What follows belongs to an exercise in optimizing a design on an open flow for small area, a short achievable clock period and few clock cycles per item; a production flow would make more cautious choices. At most, simulation tests tie the RTL to the original design; equivalence was not proved. The RTL of runs 1 to 3, 6 and 7 was laid out without a check of its function. Power and IR drop assume default switching activity.

### flow/constraint.sdc
create_clock -name core_clock -period 5.0 [get_ports {clk}]
set_input_delay 1.0000 -clock core_clock [delete_from_list [all_inputs] [get_ports {clk}]]
set_output_delay 1.0000 -clock core_clock [all_outputs]
set_load 0.01 [all_outputs]
### flow/run.sh
#!/bin/bash
# synth_recipe.tcl (not shown) runs the flow's synth.tcl, then flattens the netlist and writes it again
# the make line also repeats each setting of config.mk as NAME=value (left out here)
make -C /OpenROAD-flow-scripts/flow DESIGN_CONFIG=/design/flow/config.mk WORK_HOME=/design/flow/orfs CLKGATE_MAP_FILE= SYNTH_SCRIPT=/design/flow/synth_recipe.tcl finish
### flow/config.mk
export PLATFORM = sky130hd
export DESIGN_NAME = stream_record_player
export DESIGN_NICKNAME = stream_record_player
export VERILOG_FILES = /design/flow/design.v
export SDC_FILE = /design/flow/constraint.sdc
export NUM_CORES = 4
export LEC_CHECK = 0
export CAP_MARGIN = 20
export CORE_MARGIN = 2
export CORE_UTILIZATION = 40
export SETUP_SLACK_MARGIN = 2.7
export SLEW_MARGIN = 20
### flow/design.v
module stream_record_player #(
    parameter int DATA_WIDTH = 8,
    parameter int ADDR_WIDTH = 8
) (
    input  logic                  clk,
    input  logic                  reset,
    input  logic                  record,
    input  logic                  play,
    input  logic                  loop,
    input  logic [DATA_WIDTH-1:0] in_data,
    input  logic                  in_valid,
    input  logic                  in_last,
    output logic                  in_ready,
    output logic [DATA_WIDTH-1:0] out_data,
    output logic                  out_valid,
    output logic                  out_last,
    input  logic                  out_ready,
    output logic [ADDR_WIDTH:0]   stored_len,
    output logic                  overflow,
    output logic                  busy
);
    localparam int                  DEPTH    = 1 << ADDR_WIDTH;
    localparam int                  SPB      = 3;                   
    localparam int                  SP       = 1 << SPB;            
    localparam int                  NTAP     = DEPTH / SP;
    localparam int                  TB       = ADDR_WIDTH - SPB;    
    localparam int                  TLB      = 3;                   
    localparam int                  TL       = 1 << TLB;
    localparam int                  TH       = NTAP / TL;
    localparam int                  DL       = SP;                  
    localparam int                  FD       = 9;                   
    localparam int                  FB       = $clog2(FD);          
    localparam logic [ADDR_WIDTH:0] PTR_ONE  = {{ADDR_WIDTH{1'b0}}, 1'b1};
    localparam logic [ADDR_WIDTH:0] LAST_IDX = {1'b0, {ADDR_WIDTH{1'b1}}};
    localparam logic [ADDR_WIDTH-1:0] PH_START = ADDR_WIDTH'(SP - 2);
    logic loop_req;
    assign loop_req = loop;
    logic                   rec_cap, rec_done;
    logic                   rec_cap_n, rec_done_n;
    logic                   play_run, play_done;
    logic                   play_run_n, play_done_n;
    logic                   rec_idle, play_idle;
    logic                   ov;          
    logic [ADDR_WIDTH:0]    wr_ptr;      
    logic                   in_accept;
    logic                   out_hs;
    logic                   cap_start;
    logic                   cap_end;
    logic                   has_data;    
    assign rec_idle  = !rec_cap && !rec_done;
    assign play_idle = !play_run && !play_done;
    assign in_accept = in_valid & rec_cap;
    assign out_hs    = ov & out_ready;
    always_comb begin
        rec_cap_n  = 1'b0;
        rec_done_n = 1'b0;
        if (record) begin
            if (rec_idle) begin
                rec_cap_n = play_idle;
            end else if (rec_cap) begin
                if (in_accept && (in_last || (wr_ptr == LAST_IDX))) rec_done_n = 1'b1;
                else rec_cap_n = 1'b1;
            end else begin
                rec_done_n = 1'b1;
            end
        end
    end
    assign cap_start = !rec_cap && rec_cap_n;
    assign cap_end   = rec_cap && !rec_cap_n;
    always_comb begin
        play_run_n  = 1'b0;
        play_done_n = 1'b0;
        if (play) begin
            if (play_idle) begin
                if (!record && !rec_cap) begin
                    play_run_n  = has_data;
                    play_done_n = !has_data;
                end
            end else if (play_run) begin
                if (out_hs && out_last && !loop_req) play_done_n = 1'b1;
                else play_run_n = 1'b1;
            end else begin
                play_done_n = 1'b1;
            end
        end
    end
    always_ff @(posedge clk or posedge reset) begin
        if (reset) begin
            rec_cap    <= 1'b0;
            rec_done   <= 1'b0;
            in_ready   <= 1'b0;
            play_run   <= 1'b0;
            play_done  <= 1'b0;
            busy       <= 1'b0;
            stored_len <= '0;
            has_data   <= 1'b0;
            overflow   <= 1'b0;
        end else begin
            rec_cap   <= rec_cap_n;
            rec_done  <= rec_done_n;
            in_ready  <= rec_cap_n;
            play_run  <= play_run_n;
            play_done <= play_done_n;
            busy      <= rec_cap_n || rec_done_n || play_run_n || play_done_n;
            if (cap_start) begin
                overflow <= 1'b0;
            end
            if (cap_end) begin
                stored_len <= wr_ptr + {{ADDR_WIDTH{1'b0}}, in_accept};
                has_data   <= (wr_ptr != '0) || in_accept;
                if (in_accept && (wr_ptr == LAST_IDX) && !in_last) overflow <= 1'b1;
            end
        end
    end
    always_ff @(posedge clk) begin
        if (cap_start)      wr_ptr <= '0;
        else if (in_accept) wr_ptr <= wr_ptr + PTR_ONE;
    end
    logic                   cap_start_d;
    logic                   flush_d;
    always_ff @(posedge clk or posedge reset) begin
        if (reset) begin
            cap_start_d <= 1'b1;
            flush_d     <= 1'b1;
        end else begin
            cap_start_d <= cap_start;
            flush_d     <= cap_start || (play_run && !play);
        end
    end
    logic [ADDR_WIDTH-1:0]  phase;
    logic [ADDR_WIDTH-1:0]  phase1;
    assign phase1 = phase + 1'b1;
    always_ff @(posedge clk) begin
        phase <= cap_start ? PH_START : phase1;
    end
    logic [DATA_WIDTH-1:0]  dl_data [DL];
    logic [DL-1:0]          pend;        
    logic [DL-1:0]          pend_n;
    logic [DL-1:0]          wsel;        
    logic [DL-1:0]          wsel_n;
    logic [DATA_WIDTH-1:0]  wdata;
    logic                   wr_en;
    logic [ADDR_WIDTH:0]    wcnt;        
    logic [ADDR_WIDTH-1:0]  wpos;        
    logic [NTAP-1:0]        wtap;
    always_ff @(posedge clk) begin
        dl_data[0] <= in_data;
        for (int i = 1; i < DL; i++) dl_data[i] <= dl_data[i-1];
    end
    always_comb begin
        wdata = '0;
        for (int i = 0; i < DL; i++) wdata = wdata | ({DATA_WIDTH{wsel[i]}} & dl_data[i]);
    end
    assign wr_en = (|wsel) && (wpos[SPB-1:0] == '0);
    always_comb begin
        pend_n[0] = in_accept;
        for (int i = 1; i < DL; i++)
            pend_n[i] = pend[i-1] && !(wr_en && wsel[i-1]) && !cap_start_d;
        for (int i = 0; i < DL; i++) begin
            wsel_n[i] = pend_n[i];
            for (int k = i + 1; k < DL; k++) wsel_n[i] = wsel_n[i] && !pend_n[k];
        end
    end
    always_ff @(posedge clk) begin
        pend <= pend_n;
        wsel <= wsel_n;
        if (cap_start_d)  wcnt <= '0;
        else if (wr_en)   wcnt <= wcnt + PTR_ONE;
        if (cap_start_d)  wpos <= phase + 2'd2;
        else if (!wr_en)  wpos <= wpos + 1'b1;
    end
    always_comb begin
        for (int j = 0; j < NTAP; j++) wtap[j] = wr_en && (wpos[ADDR_WIDTH-1:SPB] == TB'(j));
    end
    logic [DATA_WIDTH-1:0]  ring [DEPTH];
    always_ff @(posedge clk) begin
        for (int p = 0; p < DEPTH; p++) begin
            if ((p % SP) == 0 && wtap[p / SP])
                ring[p] <= wdata;
            else
                ring[p] <= ring[(p + DEPTH - 1) % DEPTH];
        end
    end
    logic [ADDR_WIDTH:0]    nf;          
    logic [ADDR_WIDTH:0]    nfp;         
    logic [SPB-1:0]         rpa;         
    logic [TL-1:0]          rsl;         
    logic [TH-1:0]          rsh;         
    logic                   rinc;        
    logic                   restart;
    logic                   fetch_ok;    
    logic                   fetch;
    logic                   flast;
    logic                   avail;
    logic [DATA_WIDTH-1:0]  rdata;
    logic [DATA_WIDTH-1:0]  rgrp [TH];
    always_comb begin
        for (int h = 0; h < TH; h++) begin
            rgrp[h] = '0;
            for (int l = 0; l < TL; l++)
                rgrp[h] = rgrp[h] | ({DATA_WIDTH{rsl[l]}} & ring[(h * TL + l) * SP]);
        end
        rdata = '0;
        for (int h = 0; h < TH; h++) rdata = rdata | ({DATA_WIDTH{rsh[h]}} & rgrp[h]);
    end
    logic [FD-1:0]          occ;         
    logic [FB-1:0]          fwp, frp;
    logic [DATA_WIDTH:0]    fmem [FD];
    logic                   pop;
    logic                   fready;      
    logic [DATA_WIDTH:0]    rreg;
    logic                   rinfl;
    logic [FB-1:0]          fwp_d;
    assign avail    = (nf != wcnt) && (!rec_cap || (nfp != wcnt));
    assign flast    = !rec_cap && (nfp == stored_len);
    assign fetch_ok = avail && (rpa == '0) && !flush_d;
    assign fetch    = fetch_ok && (!occ[FD-1] || pop);
    assign restart  = flush_d || (fetch && flast);
    assign rinc     = (rpa == '1);
    assign fready   = occ[1] || (occ[0] && !rinfl);
    always_ff @(posedge clk) begin
        if (restart) begin
            nf  <= '0;
            nfp <= PTR_ONE;
            rpa <= phase1[SPB-1:0];
            for (int l = 0; l < TL; l++) rsl[l] <= (phase1[SPB+TLB-1:SPB] == TLB'(l));
            for (int h = 0; h < TH; h++) rsh[h] <= (phase1[ADDR_WIDTH-1:SPB+TLB] == (TB-TLB)'(h));
        end else begin
            if (fetch) begin
                nf  <= nfp;
                nfp <= nfp + PTR_ONE;
            end else begin
                rpa <= rpa + 1'b1;
            end
            if (rinc) begin
                rsl <= {rsl[TL-2:0], rsl[TL-1]};
                if (rsl[TL-1]) rsh <= {rsh[TH-2:0], rsh[TH-1]};
            end
        end
    end
    always_ff @(posedge clk) begin
        if (flush_d) begin
            occ <= '0;
            fwp <= '0;
            frp <= '0;
        end else begin
            if (fetch && !pop) occ <= {occ[FD-2:0], 1'b1};
            if (pop && !fetch) occ <= {1'b0, occ[FD-1:1]};
            if (fetch) fwp <= (fwp == FB'(FD - 1)) ? '0 : fwp + 1'b1;
            if (pop)   frp <= (frp == FB'(FD - 1)) ? '0 : frp + 1'b1;
        end
        rinfl <= fetch;
        rreg  <= {flast, rdata};
        fwp_d <= fwp;
        if (rinfl) fmem[fwp_d] <= rreg;
    end
    assign pop = play_run_n && (!ov || out_ready) && fready && !flush_d;
    always_ff @(posedge clk or posedge reset) begin
        if (reset) begin
            out_valid <= 1'b0;
            ov        <= 1'b0;
        end else begin
            if (!play_run_n || flush_d) begin
                out_valid <= 1'b0;
                ov        <= 1'b0;
            end else if (!ov || out_ready) begin
                out_valid <= fready;
                ov        <= fready;
            end
        end
    end
    always_ff @(posedge clk) begin
        if (pop) {out_last, out_data} <= fmem[frp];
    end
endmodule
==> results of run 1 <==
## sequential cells by signal, indices dropped and copies added, names as in the netlist, 7 cells and up
name / flops
stored_len: 9
wsel: 8
nf: 9
wpos: 8
dl_data: 64
pend: 7
phase: 8
nfp: 9
wcnt: 9
rreg: 9
occ: 9
fmem: 81
ring: 2048
wr_ptr: 9
rsl: 8
out_data: 8
## synth_stat cells, drive strengths merged (6+ instances only)
cell type / instances
a41oi: 9
dfxtp: 2202
a21oi: 281
mux2: 17
nand3b: 6
buf: 60
a22oi: 169
nand4: 37
or3: 7
or2: 6
xor2: 21
mux2i: 23
mux4: 18
nor4: 10
nor2: 334
dfrtp: 17
nand2b: 13
xnor2: 45
nor3: 9
and4: 9
o21ai: 55
ha: 20
clkbuf: 97
edfxtp: 113
inv: 25
and3: 6
nor2b: 8
nand2: 118
nand3: 19
## how the worst max path moves through the flow
stage	startpoint	endpoint	slack (ps)	cells past startpoint
3_5_place_dp	record	rsl[4]$_DFFE_PP_	1180	8
6_report	stored_len[4]$_DFFE_PP0N_	stored_len[4]	2660	1
4_1_cts	flush_d$_DFF_PP1_	rsl[5]$_DFFE_PP_	2590	8
5_1_grt	wpos[1]$_DFFE_PP_	ring[240][4]$_DFF_P_	2580	11
3_3_place_gp	record	rsl[2]$_DFFE_PP_	1210	8
2_1_floorplan	record	occ[5]$_SDFFE_PP0P_	2140	12
## power groups by stage
| stage | clock network, mW | logic, mW | registers, mW |
|---|---|---|---|
| detailed placement | 0 | 3.07 | 21.9 |
| finish | 16.2 | 3.82 | 21.3 |
| global placement | 0 | 2.99 | 21.9 |
| CTS | 16.6 | 3.67 | 21.3 |
| global route | 17.3 | 4.03 | 21.4 |
| floorplan | 0 | 1.86 | 21.3 |
## kinds of logic after synthesis
group                      after synthesis  share of synthesized area [%]
adders and majority gates               20                          0.442
and+or+nand+nor                        601                           5.11
AOI/OAI and AO/OA                      538                           5.75
buffers and inverters                  185                           1.59
xor gates and xnor gates                66                           1.02
muxes                                   58                           1.46
DFF                                   2334                           84.6
## layout make-up
class,count,area (um2)
clock buffer,300,6080
tap,1890,2360
antenna,1,2.50
fill,11900,73300
sequential,2334,48000
inverter,28,138
timing repair buffer,182,1780
multi-input combinational,1291,8320
clock inverter,81,1110
## routing by layer
| layer | track usage (%) | vias to the layer above | share of wire [%] |
|---|---|---|---|
| li1 | - | 13200 | - |
| met1 | 20.2 | 13000 | 49 |
| met2 | 21.7 | 470 | 44 |
| met3 | 3.06 | 169 | 4.4 |
| met4 | 4.95 | 0 | 2.5 |
| met5 | 0 | - | 0 |
## layout by cell type, fill, tap and decap left out, types with 17 or more instances in the layout
cell       Yosys  routed
a21oi_1      280     264
a22oi_1      169     162
buf_12         0      24
buf_2         20      18
buf_4         25     107
bufinv_16      0      19
clkbuf_1      95      46
clkbuf_16      0     215
clkbuf_8       0      40
clkinv_2       1      37
dfxtp_1     2202    2189
edfxtp_1     113     113
ha_1          20      17
inv_1         24      22
mux2i_1       23      23
mux4_2        18      18
nand2_1      118     114
nand4_1       37      37
nor2_1       318     299
nor2_4         8      22
o21ai_0       33      32
xnor2_1       45      45
xor2_1        21      21
## timing repair
item | 4_1_cts | 5_1_grt
pin swaps | 25 | 30
setup buffers | 78 | 16
cloned | 5 | 5
resized for setup | 162 | 61
endpoints found under the setup margin | 364 | 219
==> flow_summary.toml, run 1 <==
[outcome]
outcome = "complete, no violations"

[place]
dp_slack_ps = 1180
place.gp.congestion = 0.763
dp_hpwl_um = 60500
dp.cells = 5620
port_buffers = 37
placed_area_mm2 = 0.0591

[floorplan]
core_area_mm2 = 0.141
die_area_mm2 = 0.145
num_rows = 138
initial_core_util_pct = 40.2
die_h_um = 380
die_w_um = 380
io_pins = 38

[power]
p_int_mw = 31.3
switchingPower_mw = 10.1
ir_drop_mv = 0.400
p_clk_share_pct = 39.3
powerDensity_mw_per_mm2 = 610
p_comb_share_pct = 9.2
finalPower_mw = 41.3
netSwitchingFraction_pct = 24.3
p_leak_nw = 26.4
seq_power_share_pct = 51.5

[logic_synthesis]
synth_warnings = 4
ys_types = 69
synth.avg_cell_area_um2 = 14.9
synth_area_leaders = "dfxtp_1, edfxtp_1, a21oi_1, a22oi_1, nor2_1"
netlist.top_cell.by_area = "dfxtp_1"
synth_top_area_share_pct = 77.8
synth_fp_nets = 3838
synth_cells = 3802
yosysSeqAreaShare_pct = 84.6
syn_area_mm2 = 0.0567
ys_async_sr_fraction_pct = 0.814
ys_ff_latch = 2334
synthFlopType = "dfxtp_1"
synth_edf_count = 113

[setup_path]
cp_slowest_cell = "dfrtp_1"
critPathMaxFanout = 2
crit_type = "reg2out"
reg2reg_slack_ps = 2670
cp.required_ps = 4000
r2r_start = "flush_d$_DFF_PP1_"
reg2reg_depth = 8
worst-path-buf-inv = 1
arrival_ps = 1340
worst_setup_path_start_kind = "register"
endpoint_kind = "output pin"
r2r-end = "rsl[5]$_DFFE_PP_"
path_cells = "buf_2"
critPathTopFamily = "flip-flops"
slowest_delay_ps = 400

[timing]
worst_slack_ps = 2660
fmax_mhz = 427
report.final.slew_viol_count = 0
worst_slew_pin_slew_ps = 1200
fin_skew_ps = 33.2
setup_viol = 0
fin_crit_sh_pct = 46.8
fin_tns_setup_ps = 0
whs_ps = 294
max_slew_margin_pct = 20.1
hold_violations = 0
period_needed_ps = 2340
rsz0062_at_grt = "yes"

[grt]
grt.total_usage_pct = 14.3
antenna_found_initial = 1
grt_pass1_vias = 26500
gr-total-overflow = 0
grt_max_degree = 36
grt_pass1_wl_um = 158000

[worst_hold_path]
holdPathStages = 0
min_to = "ring[203][3]$_DFF_P_"
hold_class = "reg2reg"
holdCritStartpoint = "ring[202][3]$_DFF_P_"

[final_layout]
fin_area_mm2 = 0.0678
drive_above_1_share_pct = 16.2
nets = 4079
final_cells = 6107
area_growth_pct = 19.6
final_util_pct = 48.0

[route]
ant_nets = 0
via_count = 26800
wl_um = 105000
avgRoutedWirePerCell_um = 17.2
drt_iter0_drc = 1528
first_pass_iters = 7
vias_per_cell = 4.39
drc_errors = 0

[clock_network]
path_clk_slew_ps = 60
cts_buffers = 206
holdBufCountCts = 0
clock_path_buffers = 3
cts_tree = "done"
cts_root_buffer = "clkbuf_16"
clock_latency_ps = 810
cts_sinks = 2334
h-tree-depth = 4

[flow_run]
max-cap-violations = 0
==> inputs of run 2 (changes only) <==
--- a/flow/config.mk
+++ b/flow/config.mk
@@ -8,5 +8,8 @@
 export CAP_MARGIN = 20
 export CORE_MARGIN = 2
 export CORE_UTILIZATION = 40
+export CTS_BUF_LIST = sky130_fd_sc_hd__clkbuf_8
+export CTS_CLUSTER_DIAMETER = 60
+export CTS_CLUSTER_SIZE = 20
 export SETUP_SLACK_MARGIN = 2.7
 export SLEW_MARGIN = 20
==> run 2 against run 1 <==
  * Non-clock buffer count down 9
  * Via count decreased by 2.2%
  * Cell count down 3.0%
  * Clock skew is 7.0 ps higher
==> flow_summary.toml, run 2 <==
[outcome]
outcome = "complete, no violations"

[route]
avgRoutedWirePerCell_um = 17.2
drt_iter0_drc = 1558
wl_um = 102000
via_count = 26200
ant_nets = 0
vias_per_cell = 4.42
drc_errors = 0
first_pass_iters = 5

[final_layout]
mostFrequentLayoutCells = "dfxtp_1, nor2_1, a21oi_1, a22oi_1, clkbuf_8"
mostFrequentLayoutCell = "dfxtp_1"
fillers = 12500
reg_top3 = "ring x2048, fmem x81, dl_data x64"
largest_reg_flops = 2048
regArea_mm2 = 0.0480
nets = 4011
final_util_pct = 44.7
drive_above_1_share_pct = 13.4
regMostFlops = "ring"
area_growth_pct = 11.3
final_cells = 5924
multi_input_area_mm2 = 0.00833

[timing]
report.final.slew_viol_count = 0
fmax_mhz = 412
worst_slack_ps = 2570
worst_slew_pin_slew_ps = 1180
fin_tns_setup_ps = 0
whs_ps = 297
hold_violations = 0
setup_viol = 0
fin_crit_sh_pct = 48.6
rsz0062_at_grt = "yes"
fin_skew_ps = 40.2
max_slew_margin_pct = 21.2
period_needed_ps = 2430

[logic_synthesis]
yosys-top-cells-count = "dfxtp_1, nor2_1, a21oi_1, a22oi_1, nand2_1"
synth_fp_nets = 3838
ys_ff_latch = 2334
synth_top_area_share_pct = 77.8
synth_area_leaders = "dfxtp_1, edfxtp_1, a21oi_1, a22oi_1, nor2_1"
ys_types = 69
synthFlopType = "dfxtp_1"
yosysMostFrequentCell = "dfxtp_1"
synth.avg_cell_area_um2 = 14.9
netlist.top_cell.by_area = "dfxtp_1"
synth_warnings = 4
ys_async_sr_fraction_pct = 0.814
synth_edf_count = 113
yosysSeqAreaShare_pct = 84.6
synth_cells = 3802
syn_area_mm2 = 0.0567

[grt]
grt_pass1_wl_um = 153000
grt_max_degree = 36
grt.total_usage_pct = 13.8
grt_pass1_vias = 25300
gr-total-overflow = 0
antenna_found_initial = 2

[setup_path]
slowest_delay_ps = 400
crit_type = "reg2out"
cp_slowest_cell = "edfxtp_1"
endpoint_kind = "output pin"
critPathTopFamily = "flip-flops"
cp.required_ps = 4000
worst-path-buf-inv = 1
worst_setup_path_start_kind = "register"
arrival_ps = 1430
critPathMaxFanout = 2
path_cells = "buf_2"

[clock_network]
cts_sinks = 2334
cts_tree = "done"
h-tree-depth = 4
clock_path_buffers = 3
path_clk_slew_ps = 120
cts_root_buffer = "clkbuf_8"
cts_buffers = 147
holdBufCountCts = 0
clock_latency_ps = 890

[floorplan]
initial_core_util_pct = 40.2
num_rows = 138
io_pins = 38
die_h_um = 380
die_area_mm2 = 0.145
core_area_mm2 = 0.141
die_w_um = 380

[worst_hold_path]
hold_class = "reg2reg"

[place]
place.gp.congestion = 0.763
dp_hpwl_um = 60500
dp.cells = 5620
port_buffers = 37
dp_slack_ps = 1180

[power]
ir_drop_mv = 0.314
powerDensity_mw_per_mm2 = 533
p_leak_nw = 24.1

[flow_run]
max-cap-violations = 0
==> run 2: changes by cell type in the layout (fill, tap and decap cells not counted), sizes merged, moves of 3 or more <==
| cell | previous run | this run |
|---|---|---|
| clkinv | 46 | 20 |
| inv | 38 | 52 |
| buf | 166 | 157 |
| clkinvlp | 6 | 9 |
| clkdlybuf4s50 | 11 | 14 |
| bufinv | 19 | 3 |
| clkbuf | 301 | 150 |
==> run 2: kinds of logic after synthesis <==
family | Yosys count | share of synthesized area, %
compound gates | 538 | 5.75
xor+xnor | 66 | 1.02
buf+inv | 185 | 1.59
simple gates | 601 | 5.11
fa+ha+maj | 20 | 0.442
mux | 58 | 1.46
flops | 2334 | 84.6
==> run 2: cell type report <==
cell class                      count  area share, %
Antenna cell                        3         0.0119
Clock buffer                      149           3.25
Clock inverter                     56          0.914
Inverter                           28          0.200
Multi-Input combinational cell   1291           13.2
Sequential cell                  2334           76.0
Tap cell                         1890           3.75
Timing Repair Buffer              173           2.63
==> run 2: metrics by stage <==
stage / instance area [um2] / power (mW)
6_report: 63100 / 33.6
5_1_grt: 63100 / 35.0
4_1_cts: 62500 / 33.8
3_5_place_dp: 59100 / 24.9
3_3_place_gp: 59100 / 24.8
2_1_floorplan: 56800 / 23.1
==> run 2: worst paths after layout <==
kind	start	endpoint	slack [ps]	cells past startpoint
max	out_last$_DFFE_PP_	out_last	2570	1
min	ring[76][1]$_DFF_P_	ring[77][1]$_DFF_P_	300	0
max reg2reg	flush_d$_DFF_PP1_	occ[7]$_SDFFE_PP0P_	2670	10
min reg2reg	ring[76][1]$_DFF_P_	ring[77][1]$_DFF_P_	300	0
max in group asynchronous	reset	rec_cap$_DFF_PP0_	3830	2
min in group asynchronous	reset	play_run$_DFF_PP0_	590	2
==> run 2: power by group <==
part	internal [mW]	leakage (nW)	switching (mW)
registers	20.5	19.1	0.803
logic	1.23	3.68	2.46
clock network	3.04	1.36	5.61
total	24.7	24.1	8.88
==> run 2: metal layers <==
layer	track usage (%)	wire length, um	vias up
met2	21.0	44600	410
met3	2.47	4060	153
met5	0	0	-
met1	20.1	51100	12800
met4	4.38	2190	0
li1	-	-	12900
==> run 2: repair_timing <==
item                                    4_1_cts  5_1_grt
pin swaps                                    21       36
buffers inserted                             63       24
endpoints found under the setup margin      363      207
gates resized for setup                     153       71
cloned                                        3        6
==> inputs of run 3 (changes only) <==
--- a/flow/config.mk
+++ b/flow/config.mk
@@ -8,8 +8,8 @@
 export CAP_MARGIN = 20
 export CORE_MARGIN = 2
 export CORE_UTILIZATION = 40
-export CTS_BUF_LIST = sky130_fd_sc_hd__clkbuf_8
-export CTS_CLUSTER_DIAMETER = 60
-export CTS_CLUSTER_SIZE = 20
+export CTS_BUF_LIST = sky130_fd_sc_hd__clkbuf_16
+export CTS_CLUSTER_DIAMETER = 80
+export CTS_CLUSTER_SIZE = 30
 export SETUP_SLACK_MARGIN = 2.7
 export SLEW_MARGIN = 20
==> run 3 against run 2 <==
  * Largest cell class unchanged
  * Cell area up 0.16%
  * Combinational power up 2%
  * Maximum frequency up 1.5%
==> flow_summary.toml, run 3 <==
[outcome]
outcome = "complete, no violations"

[timing]
hold_violations = 0
fmax_mhz = 418
fin_skew_ps = 30.0
fin_crit_sh_pct = 47.9
rsz0062_at_grt = "yes"
fin_tns_setup_ps = 0
period_needed_ps = 2390
report.final.slew_viol_count = 0
setup_viol = 0
max_slew_margin_pct = 20.7
worst_slack_ps = 2610
worst_slew_pin_slew_ps = 1190

[floorplan]
num_rows = 138
io_pins = 38
initial_core_util_pct = 40.2
die_w_um = 380
core_area_mm2 = 0.141
die_h_um = 380
die_area_mm2 = 0.145

[logic_synthesis]
synth_edf_count = 113
synth_fp_nets = 3838
syn_area_mm2 = 0.0567
yosysSeqAreaShare_pct = 84.6
synth_top_area_share_pct = 77.8
synth.avg_cell_area_um2 = 14.9
ys_types = 69
netlist.top_cell.by_area = "dfxtp_1"
yosys-top-cells-count = "dfxtp_1, nor2_1, a21oi_1, a22oi_1, nand2_1"
ys_async_sr_fraction_pct = 0.814
synth_cells = 3802
ys_ff_latch = 2334
synth_area_leaders = "dfxtp_1, edfxtp_1, a21oi_1, a22oi_1, nor2_1"
synthFlopType = "dfxtp_1"
yosysMostFrequentCell = "dfxtp_1"
synth_warnings = 4

[clock_network]
holdBufCountCts = 0
cts_sinks = 2334
clock_path_buffers = 3
clock_latency_ps = 700
path_clk_slew_ps = 100
h-tree-depth = 3
cts_root_buffer = "clkbuf_16"
cts_buffers = 91
cts_tree = "done"

[setup_path]
arrival_ps = 2830
critPathMaxFanout = 6
cp_slowest_cell = "dfstp_4"
path_cells = "and3b_1, a22o_4, a21boi_4, nor2_4, a21o_4, buf_12, buf_16, mux2_2"
slowest_delay_ps = 640
endpoint_kind = "register"
crit_type = "reg2reg"
worst_setup_path_start_kind = "register"
cp.required_ps = 5440

[place]
placed_area_mm2 = 0.0591
dp_hpwl_um = 60500
place.gp.congestion = 0.763
dp_slack_ps = 1180
port_buffers = 37

[route]
drc_errors = 0
drt_iter0_drc = 1676
ant_nets = 0
vias_per_cell = 4.42
avgRoutedWirePerCell_um = 17.6
first_pass_iters = 5
wl_um = 103000
via_count = 25900

[grt]
grt.total_usage_pct = 13.7
grt_max_degree = 36
antenna_found_initial = 1
grt_pass1_wl_um = 151000
gr-total-overflow = 0
grt_pass1_vias = 24800

[flow_run]
max-cap-violations = 0

[power]
p_leak_nw = 24.2
finalPower_mw = 33.9
powerDensity_mw_per_mm2 = 536
ir_drop_mv = 0.304

[final_layout]
regMostFlops = "ring"
area_growth_pct = 11.5
drive_above_1_share_pct = 11.7
fin_area_mm2 = 0.0632
largest_reg_flops = 2048
mostFrequentLayoutCells = "dfxtp_1, nor2_1, a21oi_1, a22oi_1, nand2_1"
n_antenna_cell = 0
nets = 3965
final_util_pct = 44.8
reg_top3 = "ring x2048, fmem x81, dl_data x64"
mostFrequentLayoutCell = "dfxtp_1"

[worst_hold_path]
hold_class = "reg2reg"
==> run 3: path summary, 6_finish.rpt <==
path / from / to / slack, ps / cells after the start
max: flush_d$_DFF_PP1_ / rsl[1]$_DFFE_PP_ / 2610 / 8
min: ring[83][0]$_DFF_P_ / ring[84][0]$_DFF_P_ / 320 / 0
max reg2reg: flush_d$_DFF_PP1_ / rsl[1]$_DFFE_PP_ / 2610 / 8
min reg2reg: ring[83][0]$_DFF_P_ / ring[84][0]$_DFF_P_ / 320 / 0
max in group asynchronous: reset / rec_cap$_DFF_PP0_ / 3660 / 2
min in group asynchronous: reset / busy$_DFF_PP0_ / 780 / 2
==> run 3: cell families (layout without fill, tap and decap cells) <==
group	Yosys count	count (layout)	synth area share (%)
AOI/OAI and AO/OA	538	538	5.75
adders and majority gates	20	20	0.442
and+or+nand+nor	601	612	5.11
buffers and inverters	185	328	1.59
muxes	58	58	1.46
xor gates and xnor gates	66	66	1.02
DFF	2334	2334	84.6
==> run 3: layer usage <==
metal / vias to the layer above / track usage [%] / wire length, um
met1: 12600 / 20.1 / 52000
met3: 107 / 1.89 / 3650
met4: 0 / 3.53 / 1690
met2: 338 / 21.1 / 45300
met5: - / 0 / 0
li1: 12800 / - / -
==> run 3: cell type report <==
class | count | area [um2]
tap | 1890 | 2360
fill | 12400 | 77900
inverter | 28 | 138
clock buffer | 93 | 2330
multi-input combinational | 1294 | 8370
timing repair buffer | 180 | 1780
sequential | 2334 | 48000
clock inverter | 27 | 246
==> run 3: where the power goes <==
group / leakage [nW] / switching (mW) / total, mW / internal, mW
Clock: 1.29 / 5.35 / 8.81 / 3.46
Combinational: 3.80 / 2.48 / 3.76 / 1.28
Sequential: 19.1 / 0.828 / 21.3 / 20.5
==> run 3: critical path, delay by kind of cell, from the launching register on <==
kind	cells	cell delay, ps
flip-flops	1	640
buffers and inverters	2	260
multiplexers	1	270
AO/OA/AOI/OAI	3	710
AND/OR/NAND/NOR	2	260
==> run 3: through the flow <==
stage	hold slack, ps	cells
2_1_floorplan	310	3802
3_3_place_gp	310	5619
3_5_place_dp	312	5620
4_1_cts	319	5813
5_1_grt	324	5846
6_report	318	5846
==> run 3: timing repair <==
action | CTS | global route
endpoints found under the hold margin | 0 | 0
pin swaps | 22 | 34
setup buffers | 68 | 24
gates resized for setup | 154 | 82
endpoints found under the setup margin | 390 | 223
cloned | 5 | 9
==> inputs of run 4 (changes only) <==
--- a/flow/design.v
+++ b/flow/design.v
@@ -29,7 +29,7 @@
     localparam int                  TH       = NTAP / TL;
     localparam int                  DL       = SP;                  
     localparam int                  FD       = 9;                   
-    localparam int                  FB       = $clog2(FD);          
+    localparam int                  FB       = 4;                   
     localparam logic [ADDR_WIDTH:0] PTR_ONE  = {{ADDR_WIDTH{1'b0}}, 1'b1};
     localparam logic [ADDR_WIDTH:0] LAST_IDX = {1'b0, {ADDR_WIDTH{1'b1}}};
     localparam logic [ADDR_WIDTH-1:0] PH_START = ADDR_WIDTH'(SP - 2);
--- a/flow/config.mk
+++ b/flow/config.mk
@@ -7,7 +7,7 @@
 export LEC_CHECK = 0
 export CAP_MARGIN = 20
 export CORE_MARGIN = 2
-export CORE_UTILIZATION = 40
+export CORE_UTILIZATION = 60
 export CTS_BUF_LIST = sky130_fd_sc_hd__clkbuf_16
 export CTS_CLUSTER_DIAMETER = 80
 export CTS_CLUSTER_SIZE = 30
==> run 4 against run 3 <==
  * Clock power down 4.1%
  * Clock skew down 1.4 ps
  * Global-route usage up 7.7 points
  * Total power down 1.6%
  * Critical path type unchanged
  * Area after synthesis unchanged
  * Sequential cell count unchanged
  * Combinational power down 5.3%
  * Register-to-register slack worse by 60 ps
  * Utilization up 22 points
  * Largest power group unchanged
  * Sequential share of layout area up 0.55 points
  * Critical path depth up 3
  * Count of clock-buffer cells in the layout down 3
==> flow_summary.toml, run 4 <==
[route]
ant_nets = 0
via_count = 26200
drc_errors = 0
wl_um = 105000
vias_per_cell = 5.05
drt_iter0_drc = 1938
first_pass_iters = 5
avgRoutedWirePerCell_um = 20.2

[logic_synthesis]
synthFlopType = "dfxtp_1"
synth_edf_count = 113
synth.avg_cell_area_um2 = 14.9
synth_cells = 3802
syn_area_mm2 = 0.0567
ys_types = 69
ys_async_sr_fraction_pct = 0.814
netlist.top_cell.by_area = "dfxtp_1"
synth_fp_nets = 3838
yosysSeqAreaShare_pct = 84.6
synth_area_leaders = "dfxtp_1, edfxtp_1, a21oi_1, a22oi_1, nor2_1"
yosys-top-cells-count = "dfxtp_1, nor2_1, a21oi_1, a22oi_1, nand2_1"
yosysMostFrequentCell = "dfxtp_1"
synth_top_area_share_pct = 77.8
ys_ff_latch = 2334
synth_warnings = 4

[setup_path]
r2r_start = "wpos[0]$_DFFE_PP_"
path_cells = "inv_1, ha_2, nor2b_4, a21boi_4, buf_6, or3b_4, buf_12, buf_8, nor2_8, buf_4, a21oi_2"
critPathMaxFanout = 8
slowest_delay_ps = 430
worst_setup_path_start_kind = "register"
cp_slowest_cell = "edfxtp_1"
crit_type = "reg2reg"
r2r-end = "ring[128][0]$_DFF_P_"
reg2reg_depth = 11
arrival_ps = 3010
cp.required_ps = 5550
reg2reg_slack_ps = 2540
endpoint_kind = "register"

[grt]
grt_pass1_vias = 26200
grt_max_degree = 36
grt_pass1_wl_um = 158000
antenna_found_initial = 1
gr-total-overflow = 0
grt.total_usage_pct = 21.4

[floorplan]
io_pins = 38
initial_core_util_pct = 60.6
num_rows = 112
die_w_um = 311
die_area_mm2 = 0.0969
die_h_um = 311
core_area_mm2 = 0.0935

[final_layout]
final_cells = 5194
n_antenna_cell = 0
regMostFlops = "ring"
area_growth_pct = 10.7
mostFrequentLayoutCell = "dfxtp_1"
nets = 3958
mostFrequentLayoutCells = "dfxtp_1, nor2_1, a21oi_1, a22oi_1, nand2_1"
drive_above_1_share_pct = 13.8
largest_reg_flops = 2048
fillers = 6551
reg_top3 = "ring x2048, fmem x81, dl_data x64"

[clock_network]
cts_sinks = 2334
cts_buffers = 88
path_clk_slew_ps = 110
h-tree-depth = 3
clock_path_buffers = 3
cts_tree = "done"
clock_latency_ps = 700
cts_root_buffer = "clkbuf_16"

[timing]
report.final.slew_viol_count = 0
rsz0062_at_grt = "yes"
period_needed_ps = 2460
setup_viol = 0
fmax_mhz = 407
fin_skew_ps = 28.6
fin_tns_setup_ps = 0
fin_crit_sh_pct = 49.1
worst_slew_pin_slew_ps = 1040
hold_violations = 0
max_slew_margin_pct = 30.4

[outcome]
outcome = "complete, no violations"

[worst_hold_path]
min_to = "ring[219][3]$_DFF_P_"
holdCritStartpoint = "ring[218][3]$_DFF_P_"
hold_class = "reg2reg"
holdPathStages = 0

[flow_run]
max-cap-violations = 0

[place]
dp.cells = 4970
port_buffers = 37
place.gp.congestion = 0.783
dp_hpwl_um = 60400

[power]
ir_drop_mv = 0.410
powerDensity_mw_per_mm2 = 531
p_leak_nw = 24.2
run 4: worst max path at each step:
| stage | from | endpoint |
|---|---|---|
| final | wpos[0]$_DFFE_PP_ | ring[128][0]$_DFF_P_ |
| after global routing | wpos[0]$_DFFE_PP_ | ring[128][1]$_DFF_P_ |
| after CTS | wpos[1]$_DFFE_PP_ | ring[192][5]$_DFF_P_ |
| after detailed placement | record | occ[8]$_SDFFE_PP0P_ |
| after global placement | record | occ[8]$_SDFFE_PP0P_ |
| after floorplan | record | occ[5]$_SDFFE_PP0P_ |
run 4: timing repair:
| action | 4_1_cts | 5_1_grt |
|---|---|---|
| resized for setup | 270 | 129 |
| setup buffers | 59 | 46 |
| cloned | 8 | 3 |
| endpoints found under the setup margin | 373 | 201 |
| hold buffers | 0 | 0 |
| pin swaps | 48 | 49 |
run 4: layer usage:
layer / share of wire, % / GRT usage, % / vias to the layer above
met5: 0 / 0 / -
met4: 1.9 / 4.86 / 0
met3: 3.2 / 2.78 / 132
met2: 46 / 33.8 / 390
met1: 49 / 31.6 / 13000
li1: - / - / 12700
run 4: critical path: cells and delay by family (launching register included):
kind	cells	cell delay, ps
AND/OR/NAND/NOR	3	770
adder cells (fa/ha/maj)	1	160
buffers and inverters	5	680
flip-flops	1	430
AO/OA/AOI/OAI	2	260
run 4: cell families after synthesis:
family          after synthesis  share of synthesized area, %
flops                      2334                          84.6
simple gates                601                          5.11
compound gates              538                          5.75
buf+inv                     185                          1.59
xor+xnor                     66                          1.02
mux                          58                          1.46
fa+ha+maj                    20                         0.442
run 4: area by class of cell:
type / count / area, um2 / share of cell area [%]
Clock buffer: 90 / 2250 / 3.59
Clock inverter: 18 / 121 / 0.193
Inverter: 28 / 124 / 0.197
Multi-Input combinational cell: 1289 / 8810 / 14.0
Sequential cell: 2334 / 48000 / 76.5
Tap cell: 1254 / 1570 / 2.50
Timing Repair Buffer: 181 / 1900 / 3.02
run 4: power breakdown:
group	switching, mW	leakage, nW	internal [mW]
clock network	5.16	1.21	3.29
registers	0.855	19.1	20.5
logic	2.44	3.90	1.11
total	8.46	24.2	24.9
run 4: metrics by stage:
stage / util, % / total power [mW] / setup WS (ps) / hold WS [ps] / cell area, um2
after floorplan: - / 23.1 / 2140 / 310 / 56800
after global placement: 62.2 / 24.7 / 1140 / 309 / 58100
after detailed placement: 62.2 / 24.8 / 1050 / 312 / 58100
after CTS: 66.1 / 33.4 / 2570 / 321 / 61800
after global routing: 67.1 / 34.6 / 2460 / 319 / 62700
final: 67.1 / 33.3 / 2540 / 319 / 62700
Testbench counts of run 4, summed over its fixed seeds: cycles 56,189, items 34,689.
==> inputs of run 5 (changes only) <==
--- a/flow/config.mk
+++ b/flow/config.mk
@@ -7,9 +7,6 @@
 export LEC_CHECK = 0
 export CAP_MARGIN = 20
 export CORE_MARGIN = 2
-export CORE_UTILIZATION = 60
-export CTS_BUF_LIST = sky130_fd_sc_hd__clkbuf_16
-export CTS_CLUSTER_DIAMETER = 80
-export CTS_CLUSTER_SIZE = 30
+export CORE_UTILIZATION = 40
 export SETUP_SLACK_MARGIN = 2.7
 export SLEW_MARGIN = 20
==> run 5 against run 4 <==
  * Clock power up 92%
  * Sequential cell count unchanged
  * Still clean
  * Cell count up 18%
==> flow_summary.toml, run 5 <==
[logic_synthesis]
ys_ff_latch = 2334
synthFlopType = "dfxtp_1"
synth_area_leaders = "dfxtp_1, edfxtp_1, a21oi_1, a22oi_1, nor2_1"
yosysMostFrequentCell = "dfxtp_1"
synth_cells = 3802
netlist.top_cell.by_area = "dfxtp_1"
yosysSeqAreaShare_pct = 84.6
syn_area_mm2 = 0.0567
ys_types = 69
ys_async_sr_fraction_pct = 0.814
synth_fp_nets = 3838
yosys-top-cells-count = "dfxtp_1, nor2_1, a21oi_1, a22oi_1, nand2_1"
synth_edf_count = 113
synth_warnings = 4
synth_top_area_share_pct = 77.8
synth.avg_cell_area_um2 = 14.9

[route]
wl_um = 105000
drc_errors = 0
vias_per_cell = 4.39
via_count = 26800
routed.top_layer = "met4"
dr_wl_met2_um = 46000
m1WireLength_um = 51800
route.met3.wl_um = 4620
avgRoutedWirePerCell_um = 17.2
ant_nets = 0
drt_iter0_drc = 1528
first_pass_iters = 7

[floorplan]
die_h_um = 380
initial_core_util_pct = 40.2
die_area_mm2 = 0.145
num_rows = 138
core_area_mm2 = 0.141
die_w_um = 380
io_pins = 38

[grt]
grt.total_usage_pct = 14.3
gr-total-overflow = 0
antenna_found_initial = 1
grt_max_degree = 36
grt_pass1_vias = 26500
grt_pass1_wl_um = 158000

[place]
dp_slack_ps = 1180
port_buffers = 37
dp_hpwl_um = 60500
place.gp.congestion = 0.763

[timing]
rsz0062_at_grt = "yes"
period_needed_ps = 2340
worst_slew_pin_slew_ps = 1200
fin_tns_setup_ps = 0
max_slew_margin_pct = 20.1
fin_skew_ps = 33.2
worst_slack_ps = 2660
report.final.slew_viol_count = 0
hold_violations = 0
fin_crit_sh_pct = 46.8
setup_viol = 0
fmax_mhz = 427

[setup_path]
worst-path-buf-inv = 1
critPathTopFamily = "flip-flops"
cp.required_ps = 4000
endpoint_kind = "output pin"
worst_setup_path_start_kind = "register"
path_cells = "buf_2"
slowest_delay_ps = 400
critPathMaxFanout = 2
reg2reg_slack_ps = 2670
arrival_ps = 1340
cp_slowest_cell = "dfrtp_1"
crit_type = "reg2out"

[final_layout]
drive_above_1_share_pct = 16.2
fillers = 11900
mostFrequentLayoutCell = "dfxtp_1"
largest_reg_flops = 2048
mostFrequentLayoutCells = "dfxtp_1, nor2_1, a21oi_1, clkbuf_16, a22oi_1"
reg_top3 = "ring x2048, fmem x81, dl_data x64"
nets = 4079
regMostFlops = "ring"
multi_input_area_mm2 = 0.00832
regArea_mm2 = 0.0480
area_growth_pct = 19.6

[power]
finalPower_mw = 41.3
ir_drop_mv = 0.400
powerDensity_mw_per_mm2 = 610
p_leak_nw = 26.4

[clock_network]
cts_tree = "done"
holdBufCountCts = 0
path_clk_slew_ps = 60
cts_sinks = 2334
clock_latency_ps = 810
cts_buffers = 206
h-tree-depth = 4
cts_root_buffer = "clkbuf_16"
clock_path_buffers = 3

[outcome]
outcome = "complete, no violations"

[worst_hold_path]
hold_class = "reg2reg"

[flow_run]
max-cap-violations = 0
run 5: cell count changes in the layout (fill, tap and decap cells not counted), moves of 23 or more:
cell	delta
buf_4	+23
clkbuf_8	+40
clkinv_2	+36
a21oi_1	+45
nor2_1	+57
nor2_4	-37
clkbuf_1	+46
a21oi_2	-45
clkbuf_16	+123
run 5: final timing paths:
kind / startpoint / endpoint / cells past startpoint
max in group asynchronous: reset / rec_cap$_DFF_PP0_ / 2
max: stored_len[4]$_DFFE_PP0N_ / stored_len[4] / 1
min in group asynchronous: reset / play_run$_DFF_PP0_ / 2
min reg2reg: ring[202][3]$_DFF_P_ / ring[203][3]$_DFF_P_ / 0
min: ring[202][3]$_DFF_P_ / ring[203][3]$_DFF_P_ / 0
max reg2reg: flush_d$_DFF_PP1_ / rsl[5]$_DFFE_PP_ / 8
run 5: power by group:
part,switching [mW],internal (mW),total [mW]
clock,6.74,9.49,16.2
sequential,0.795,20.5,21.3
combinational,2.53,1.29,3.82
run 5: logic make-up after synthesis:
kind of cell / count (synthesis) / synth area share, %
adder cells (fa/ha/maj): 20 / 0.442
multiplexers: 58 / 1.46
AND/OR/NAND/NOR: 601 / 5.11
XOR/XNOR: 66 / 1.02
buffers and inverters: 185 / 1.59
flip-flops: 2334 / 84.6
AO/OA/AOI/OAI: 538 / 5.75
run 5: final cells by class:
class                           instances  area share (%)
Sequential cell                      2334            70.8
Multi-Input combinational cell       1291            12.3
Clock buffer                          300            8.97
Tap cell                             1890            3.49
Timing Repair Buffer                  182            2.63
Clock inverter                         81            1.63
Inverter                               28           0.203
Antenna cell                            1         0.00369
run 5: routing by layer:
layer / vias up / track usage [%]
li1: 13200 / -
met1: 13000 / 20.2
met2: 470 / 21.7
met3: 169 / 3.06
met4: 0 / 4.95
met5: - / 0
run 5: metrics by stage:
stage / instance area [um2] / hold WS, ps / utilization, % / std cells
2_1_floorplan: 56800 / 310 / - / 3802
3_3_place_gp: 59100 / 310 / 41.9 / 5619
3_5_place_dp: 59100 / 312 / 41.9 / 5620
4_1_cts: 67300 / 305 / 47.7 / 6084
5_1_grt: 67800 / 311 / 48.0 / 6106
6_report: 67800 / 294 / 48.0 / 6107
run 5: timing repair:
action,4_1_cts,5_1_grt
resized for setup,162,61
pin swaps,25,30
setup buffers,78,16
cloned,5,5
endpoints found under the setup margin,364,219
endpoints found under the hold margin,0,0
==> inputs of run 6 (changes only) <==
--- a/flow/design.v
+++ b/flow/design.v
@@ -33,6 +33,7 @@
     localparam logic [ADDR_WIDTH:0] PTR_ONE  = {{ADDR_WIDTH{1'b0}}, 1'b1};
     localparam logic [ADDR_WIDTH:0] LAST_IDX = {1'b0, {ADDR_WIDTH{1'b1}}};
     localparam logic [ADDR_WIDTH-1:0] PH_START = ADDR_WIDTH'(SP - 2);
+    localparam logic [ADDR_WIDTH-1:0] WPOS0    = PH_START + ADDR_WIDTH'(2);
     logic loop_req;
     assign loop_req = loop;
     logic                   rec_cap, rec_done;
@@ -141,7 +142,9 @@
     logic [DATA_WIDTH-1:0]  wdata;
     logic                   wr_en;
     logic [ADDR_WIDTH:0]    wcnt;        
-    logic [ADDR_WIDTH-1:0]  wpos;        
+    logic [SPB-1:0]         wpa;
+    logic [TL-1:0]          wsl;
+    logic [TH-1:0]          wsh;
     logic [NTAP-1:0]        wtap;
     always_ff @(posedge clk) begin
         dl_data[0] <= in_data;
@@ -151,7 +154,7 @@
         wdata = '0;
         for (int i = 0; i < DL; i++) wdata = wdata | ({DATA_WIDTH{wsel[i]}} & dl_data[i]);
     end
-    assign wr_en = (|wsel) && (wpos[SPB-1:0] == '0);
+    assign wr_en = (|wsel) && (wpa == '0);
     always_comb begin
         pend_n[0] = in_accept;
         for (int i = 1; i < DL; i++)
@@ -166,11 +169,20 @@
         wsel <= wsel_n;
         if (cap_start_d)  wcnt <= '0;
         else if (wr_en)   wcnt <= wcnt + PTR_ONE;
-        if (cap_start_d)  wpos <= phase + 2'd2;
-        else if (!wr_en)  wpos <= wpos + 1'b1;
-    end
-    always_comb begin
-        for (int j = 0; j < NTAP; j++) wtap[j] = wr_en && (wpos[ADDR_WIDTH-1:SPB] == TB'(j));
+        if (cap_start_d) begin
+            wpa <= WPOS0[SPB-1:0];
+            for (int l = 0; l < TL; l++) wsl[l] <= (WPOS0[SPB+TLB-1:SPB] == TLB'(l));
+            for (int h = 0; h < TH; h++) wsh[h] <= (WPOS0[ADDR_WIDTH-1:SPB+TLB] == (TB-TLB)'(h));
+        end else if (!wr_en) begin
+            wpa <= wpa + 1'b1;
+            if (wpa == '1) begin
+                wsl <= {wsl[TL-2:0], wsl[TL-1]};
+                if (wsl[TL-1]) wsh <= {wsh[TH-2:0], wsh[TH-1]};
+            end
+        end
+    end
+    always_comb begin
+        for (int j = 0; j < NTAP; j++) wtap[j] = wr_en && wsh[j / TL] && wsl[j % TL];
     end
     logic [DATA_WIDTH-1:0]  ring [DEPTH];
     always_ff @(posedge clk) begin
@@ -188,6 +200,7 @@
     logic [TH-1:0]          rsh;         
     logic                   rinc;        
     logic                   restart;
+    logic                   wrap_p;      
     logic                   fetch_ok;    
     logic                   fetch;
     logic                   flast;
@@ -213,12 +226,13 @@
     logic [FB-1:0]          fwp_d;
     assign avail    = (nf != wcnt) && (!rec_cap || (nfp != wcnt));
     assign flast    = !rec_cap && (nfp == stored_len);
-    assign fetch_ok = avail && (rpa == '0) && !flush_d;
+    assign fetch_ok = avail && (rpa == '0) && !restart;
     assign fetch    = fetch_ok && (!occ[FD-1] || pop);
-    assign restart  = flush_d || (fetch && flast);
+    assign restart  = flush_d || wrap_p;
     assign rinc     = (rpa == '1);
     assign fready   = occ[1] || (occ[0] && !rinfl);
     always_ff @(posedge clk) begin
+        wrap_p <= fetch && flast;
         if (restart) begin
             nf  <= '0;
             nfp <= PTR_ONE;
--- a/flow/config.mk
+++ b/flow/config.mk
@@ -8,5 +8,8 @@
 export CAP_MARGIN = 20
 export CORE_MARGIN = 2
 export CORE_UTILIZATION = 40
+export CTS_BUF_LIST = sky130_fd_sc_hd__clkbuf_16
+export CTS_CLUSTER_DIAMETER = 80
+export CTS_CLUSTER_SIZE = 30
 export SETUP_SLACK_MARGIN = 2.7
 export SLEW_MARGIN = 20
==> run 6 against run 5 <==
  * Sequential power shrank 5%
  * Maximum frequency shrank 1.0%
  * Register-to-register slack is essentially flat
  * Area after synthesis shrank 0.83%
  * Cell area shrank 8.5%
  * Utilization shrank 3.6 points
  * Critical path type is now in2reg
  * Highest routed layer unchanged
  * Wire length shrank 4.0%
  * Still clean on timing, DRC and antenna
==> flow_summary.toml, run 6 <==
[final_layout]
final_util_pct = 44.5
final_cells = 5740
mostFrequentLayoutCell = "dfxtp_1"
largest_reg_flops = 2048
nets = 3884
fin_area_mm2 = 0.0620
area_growth_pct = 10.4
reg_top3 = "ring x2048, fmem x81, dl_data x64"
drive_above_1_share_pct = 8.57
regMostFlops = "ring"
mostFrequentLayoutCells = "dfxtp_1, nand2_1, o21ai_0, a22oi_1, edfxtp_1"

[logic_synthesis]
yosys.area_share.simple_pct = 4.71
syn_area_mm2 = 0.0562
synth_edf_count = 105
netlist.top_cell.by_area = "dfxtp_1"
ys_async_sr_fraction_pct = 0.811
synth_area_leaders = "dfxtp_1, edfxtp_1, o21ai_0, a22oi_1, nand2_1"
synth_warnings = 4
synth_compound_area_share_pct = 5.69
yosys-top-cells-count = "dfxtp_1, nand2_1, o21ai_0, a22oi_1, clkbuf_1"
synth_mux_area_share_pct = 1.57
synth_cells = 3774
yosysMostFrequentCell = "dfxtp_1"
ys_ff_latch = 2342
yosysSeqAreaShare_pct = 85.5
ys_types = 61
yosys.area_share.adder_pct = 0.445
synth_xor_area_share_pct = 0.857
synth_top_family_by_area = "compound AO/OA/AOI/OAI gates"
synth.avg_cell_area_um2 = 14.9
synthFlopType = "dfxtp_1"
synth_top_area_share_pct = 79.0
synth_fp_nets = 3810

[setup_path]
crit_type = "in2reg"
cp.required_ps = 5600
path_cells = "clkdlybuf4s50_1, nand4b_1, and3_4, o211ai_4, a211o_4, ha_4, buf_6, mux2i_1, nor2_1, a21oi_1, nor2_1"
worst_setup_path_start_kind = "input pin"
worst-path-buf-inv = 2
path_common_cell = "nor2_1"
critPathMaxFanout = 6
arrival_ps = 2960
critPathTopFamily = "compound AO/OA/AOI/OAI gates"
slowest_delay_ps = 440
endpoint_kind = "register"
cp_slowest_cell = "clkdlybuf4s50_1"

[grt]
grt.total_usage_pct = 14.0
antenna_found_initial = 2
grt_max_degree = 36
grt_pass1_wl_um = 151000
gr-total-overflow = 0
grt_pass1_vias = 24500

[route]
wl_um = 101000
via_count = 25300
vias_per_cell = 4.41
ant_nets = 0
avgRoutedWirePerCell_um = 17.6
drc_errors = 0
drt_iter0_drc = 1753
first_pass_iters = 5

[timing]
fmax_mhz = 423
fin_tns_setup_ps = 0
fin_crit_sh_pct = 47.3
worst_slew_pin_slew_ps = 1050
period_needed_ps = 2370
fin_skew_ps = 30.1
setup_viol = 0
max_slew_margin_pct = 29.9
report.final.slew_viol_count = 0
rsz0062_at_grt = "yes"
worst_slack_ps = 2630
hold_violations = 0

[place]
dp.cells = 5575
dp_slack_ps = 1500
placed_area_mm2 = 0.0587
dp_hpwl_um = 59800
port_buffers = 37
place.gp.congestion = 0.746

[power]
powerDensity_mw_per_mm2 = 521
p_leak_nw = 23.2
ir_drop_mv = 0.266

[clock_network]
path_clk_slew_ps = 100
cts_tree = "done"
clock_latency_ps = 720
cts_sinks = 2342
cts_buffers = 89
holdBufCountCts = 0
cts_root_buffer = "clkbuf_16"
h-tree-depth = 3
clock_path_buffers = 3

[worst_hold_path]
hold_class = "reg2reg"

[flow_run]
max-cap-violations = 0

[floorplan]
die_area_mm2 = 0.143
die_h_um = 379
core_area_mm2 = 0.140
num_rows = 137
io_pins = 38
initial_core_util_pct = 40.3
die_w_um = 379

[outcome]
outcome = "complete, no violations"
-- run 6: cell count changes in the layout (fill, tap and decap cells not counted), moves of 36 or more --
cell       before  now
nor2_1        299   95
nand2_1       114  324
o21ai_0        32  274
clkbuf_16     215   90
a21oi_1       264   32
clkbuf_8       40    0
clkbuf_1       46    0
buf_4         107   71
-- run 6: stage by stage --
stage	power, mW	hold slack (ps)
6_report	32.3	309
5_1_grt	33.5	306
4_1_cts	32.5	307
3_5_place_dp	23.8	312
3_3_place_gp	23.7	310
2_1_floorplan	22.0	310
-- run 6: layout make-up --
type	instances	area (um2)
Antenna cell	1	2.50
Clock buffer	90	2250
Clock inverter	16	183
Fill cell	12500	77500
Inverter	31	148
Multi-Input combinational cell	1258	7980
Sequential cell	2342	48100
Tap cell	1876	2350
Timing Repair Buffer	124	1030
Timing Repair inverter	2	27.5
-- run 6: final timing paths --
check,slack [ps],end,start,cells after the start
hold reg to reg,310,ring[171][3]$_DFF_P_,ring[170][3]$_DFF_P_,0
setup reg to reg,2680,occ[2]$_SDFFE_PP0P_,play_done$_DFF_PP0_,10
setup / recovery,2630,occ[2]$_SDFFE_PP0P_,loop,11
min in group asynchronous,720,overflow$_DFF_PP0_,reset,2
hold / removal,310,ring[171][3]$_DFF_P_,ring[170][3]$_DFF_P_,0
max in group asynchronous,3770,rec_cap$_DFF_PP0_,reset,2
-- run 6: routing by layer --
metal | routed length, um | share of wire (%) | global-route usage, %
met4 | 2840 | 2.8 | 4.94
met2 | 44500 | 44 | 21.7
met5 | 0 | 0 | 0
met3 | 3000 | 3.0 | 1.92
met1 | 50500 | 50 | 20.1
-- run 6: repair_timing --
| action | in CTS | in global routing |
|---|---|---|
| setup endpoints to repair | 352 | 113 |
| pin swaps | 7 | 16 |
| resized for setup | 169 | 46 |
| gates cloned | 3 | 2 |
| setup buffers | 40 | 13 |
-- run 6: logic make-up after synthesis --
logic type,Yosys count
compound gates,525
xor+xnor,55
fa+ha+maj,20
buf+inv,176
flops,2342
mux,65
simple gates,591
-- run 6: report_power, final --
group,internal (mW),leakage (nW),switching [mW]
Combinational,1.04,2.93,2.53
Sequential,19.6,19.1,0.534
Clock,3.32,1.21,5.26
Total,24.0,23.2,8.32
==> inputs of run 7 (changes only) <==
--- a/flow/config.mk
+++ b/flow/config.mk
@@ -11,5 +11,5 @@
 export CTS_BUF_LIST = sky130_fd_sc_hd__clkbuf_16
 export CTS_CLUSTER_DIAMETER = 80
 export CTS_CLUSTER_SIZE = 30
-export SETUP_SLACK_MARGIN = 2.7
+export SETUP_SLACK_MARGIN = 3.0
 export SLEW_MARGIN = 20
==> run 7 against run 6 <==
  * Clock power hardly changed
  * Count of clock-buffer cells in the layout is 1 lower
  * Area after synthesis stayed put
  * Sequential cell count stayed put
  * First-iteration DRC count is 17% higher
  * Wire length is 6.4% higher
  * Die area stayed put
  * Combinational power is 13% higher
  * Global-route usage is 0.067 points higher
  * Cell count is 0.66% higher
  * Non-clock buffer count is 22 higher
  * Critical endpoint is now fwp[0]$_SDFFE_PP0P_
==> flow_summary.toml, run 7 <==
[worst_hold_path]
holdPathStages = 0
hold_class = "reg2reg"

[setup_path]
arrival_ps = 2940
cp.required_ps = 5620
worst_setup_path_start_kind = "register"
path_cells = "or2_4, nor4_4, o211ai_4, a211o_4, buf_4, buf_6, buf_6, clkinv_8, mux2i_1, nor2_1"
critPathMaxFanout = 6
crit_type = "reg2reg"
endpoint_kind = "register"
slowest_delay_ps = 390
reg2reg_slack_ps = 2680
cp_slowest_cell = "dfrtp_1"
path_common_cell = "buf_6"
reg2reg_depth = 10

[logic_synthesis]
synth_fp_nets = 3810
yosysSeqAreaShare_pct = 85.5
synth_edf_count = 105
ys_ff_latch = 2342
synth_top_area_share_pct = 79.0
synth_cells = 3774
synth.avg_cell_area_um2 = 14.9
syn_area_mm2 = 0.0562
yosys-top-cells-count = "dfxtp_1, nand2_1, o21ai_0, a22oi_1, clkbuf_1"
synth_warnings = 4
netlist.top_cell.by_area = "dfxtp_1"
synthFlopType = "dfxtp_1"
synth_area_leaders = "dfxtp_1, edfxtp_1, o21ai_0, a22oi_1, nand2_1"
ys_types = 61
yosysMostFrequentCell = "dfxtp_1"
ys_async_sr_fraction_pct = 0.811

[route]
routed.top_layer = "met4"
wl_um = 107000
avgRoutedWirePerCell_um = 18.6
m1WireLength_um = 53600
drc_errors = 0
drt_iter0_drc = 2053
route.met3.wl_um = 4600
ant_nets = 0
first_pass_iters = 5
dr_wl_met2_um = 47000
vias_per_cell = 4.46
via_count = 25800

[timing]
fin_crit_sh_pct = 46.4
worst_slew_pin_slew_ps = 1100
rsz0062_at_grt = "yes"
report.final.slew_viol_count = 0
fmax_mhz = 431
setup_viol = 0
fin_tns_setup_ps = 0
hold_violations = 0
fin_skew_ps = 40.3
period_needed_ps = 2320
max_slew_margin_pct = 26.8

[floorplan]
io_pins = 38
die_area_mm2 = 0.143
core_area_mm2 = 0.140
num_rows = 137
die_w_um = 379
initial_core_util_pct = 40.3
die_h_um = 379

[power]
powerDensity_mw_per_mm2 = 522
seq_power_share_pct = 61.7
switchingPower_mw = 8.66
p_int_mw = 24.2
p_leak_nw = 23.4
p_comb_share_pct = 12.2
netSwitchingFraction_pct = 26.3
ir_drop_mv = 0.394
p_clk_share_pct = 26.0

[place]
dp_hpwl_um = 59100
port_buffers = 37
dp.cells = 5571
place.gp.congestion = 0.748

[clock_network]
cts_tree = "done"
h-tree-depth = 3
cts_buffers = 89
cts_sinks = 2342
clock_latency_ps = 730
path_clk_slew_ps = 110
clock_path_buffers = 3
cts_root_buffer = "clkbuf_16"

[final_layout]
mostFrequentLayoutCells = "dfxtp_1, nand2_1, o21ai_0, a22oi_1, edfxtp_1"
final_cells = 5778
regMostFlops = "ring"
reg_top3 = "ring x2048, fmem x81, dl_data x64"
drive_above_1_share_pct = 11.0
mostFrequentLayoutCell = "dfxtp_1"
nets = 3920
largest_reg_flops = 2048
area_growth_pct = 12.2

[flow_run]
max-cap-violations = 0

[grt]
grt_pass1_wl_um = 151000
gr-total-overflow = 0
antenna_found_initial = 3
grt_max_degree = 36
grt_pass1_vias = 24200
grt.total_usage_pct = 14.1

[outcome]
outcome = "complete, no violations"
run 7: cell counts after synthesis:
Identical to the previous run, type by type.
run 7: through the flow:
stage	cell area, um2	total power, mW	hold WS, ps	setup WS, ps	util (%)
detailed placement	58700	23.8	312	1500	42.1
finish	63100	32.9	313	2680	45.2
floorplan	56300	22.1	310	2130	-
CTS	62200	32.7	300	2630	44.6
global route	63100	34.1	311	2600	45.2
global placement	58700	23.7	309	1550	42.1
run 7: final timing paths:
check                                     start                   end
setup reg to reg             play_run$_DFF_PP0_   fwp[0]$_SDFFE_PP0P_
hold reg to reg            ring[204][6]$_DFF_P_  ring[205][6]$_DFF_P_
setup / recovery             play_run$_DFF_PP0_   fwp[0]$_SDFFE_PP0P_
min in group asynchronous                 reset     rec_cap$_DFF_PP0_
hold / removal             ring[204][6]$_DFF_P_  ring[205][6]$_DFF_P_
max in group asynchronous                 reset     rec_cap$_DFF_PP0_
run 7: repair_timing:
action | 4_1_cts | 5_1_grt
endpoints found under the setup margin | 435 | 273
gates resized for setup | 249 | 121
gates cloned | 6 | 14
hold buffers | 0 | 0
pin swaps | 32 | 47
buffers inserted | 51 | 27
run 7: metal layers:
layer / track usage (%) / up-vias
met5: 0 / -
met4: 3.74 / 0
met3: 2.14 / 128
met2: 21.6 / 420
met1: 20.7 / 12500
li1: - / 12700
run 7: critical path: cells and delay by family, from the launching register on:
kind                   cells  cell delay [ps]
AOI/OAI and AO/OA          2              530
muxes                      1              170
DFF                        1              390
buffers and inverters      4              440
and+or+nand+nor            3              670
run 7: final cells by class:
type | count | area (um2)
fill | 12300 | 76500
sequential | 2342 | 48100
multi-input combinational | 1271 | 8590
clock buffer | 89 | 2230
tap | 1876 | 2350
antenna | 1 | 2.50
inverter | 31 | 151
timing repair buffer | 146 | 1410
timing repair inverter | 3 | 41.3
clock inverter | 19 | 188
run 7: logic make-up after synthesis:
family | Yosys count | share of synthesized area, %
fa+ha+maj | 20 | 0.445
xor+xnor | 55 | 0.857
simple gates | 591 | 4.71
buf+inv | 176 | 1.25
flops | 2342 | 85.5
mux | 65 | 1.57
compound gates | 525 | 5.69
run 7: power groups by stage:
stage	logic, mW	clock network [mW]	registers (mW)
CTS	3.63	8.80	20.3
floorplan	1.72	0	20.3
finish	4.03	8.57	20.3
global route	4.26	9.43	20.4
detailed placement	3.05	0	20.7
global placement	3.02	0	20.7

==> afterwards: timing with drivers on the ports <==
Ports are ideal in the flow. The routed layouts listed here were re-timed in OpenROAD.
Step 1: set_driving_cell puts a clkbuf_16 on clk and a buf_2 on each other input, an assumption about the parent block.
Step 2 adds t to the input delays and takes it off the output delays; t is the mean of the earliest and latest rising clock arrival at the registers after step 1. Input paths then give back, and output paths get back, about the clock's delay inside the block.
Slacks: ideal ports / drivers / drivers and shift; pairs: ideal ports / drivers.
| run | t (ns) | slack for setup (ns) | hold slack, ns | worst slew at a driven data input, ns |
|---|---|---|---|---|
| run 1 | 0.865 | 2.660 / 2.584 / 1.895 | 0.294 / 0.294 / 0.294 | 0.03 |
| run 2 | 0.931 | 2.571 / 2.499 / 1.742 | 0.297 / 0.297 / 0.297 | 0.03 |
| run 3 | 0.765 | 2.606 / 2.606 / 1.909 | 0.318 / 0.318 / 0.318 | 0.03 |
| run 4 | 0.754 | 2.545 / 2.545 / 2.039 | 0.319 / 0.319 / 0.319 | 0.04 |
| run 5 | 0.865 | 2.660 / 2.584 / 1.895 | 0.294 / 0.294 / 0.294 | 0.03 |
| run 6 | 0.782 | 2.635 / 2.610 / 1.905 | 0.309 / 0.309 / 0.309 | 0.05 |
| run 7 | 0.793 | 2.681 / 2.618 / 2.010 | 0.313 / 0.313 / 0.313 | 0.10 |
After both steps setup and hold are still met in every run listed. The setup slack of run 2, which loses most, moves by -0.072 ns with the drivers and by -0.829 ns with both steps.
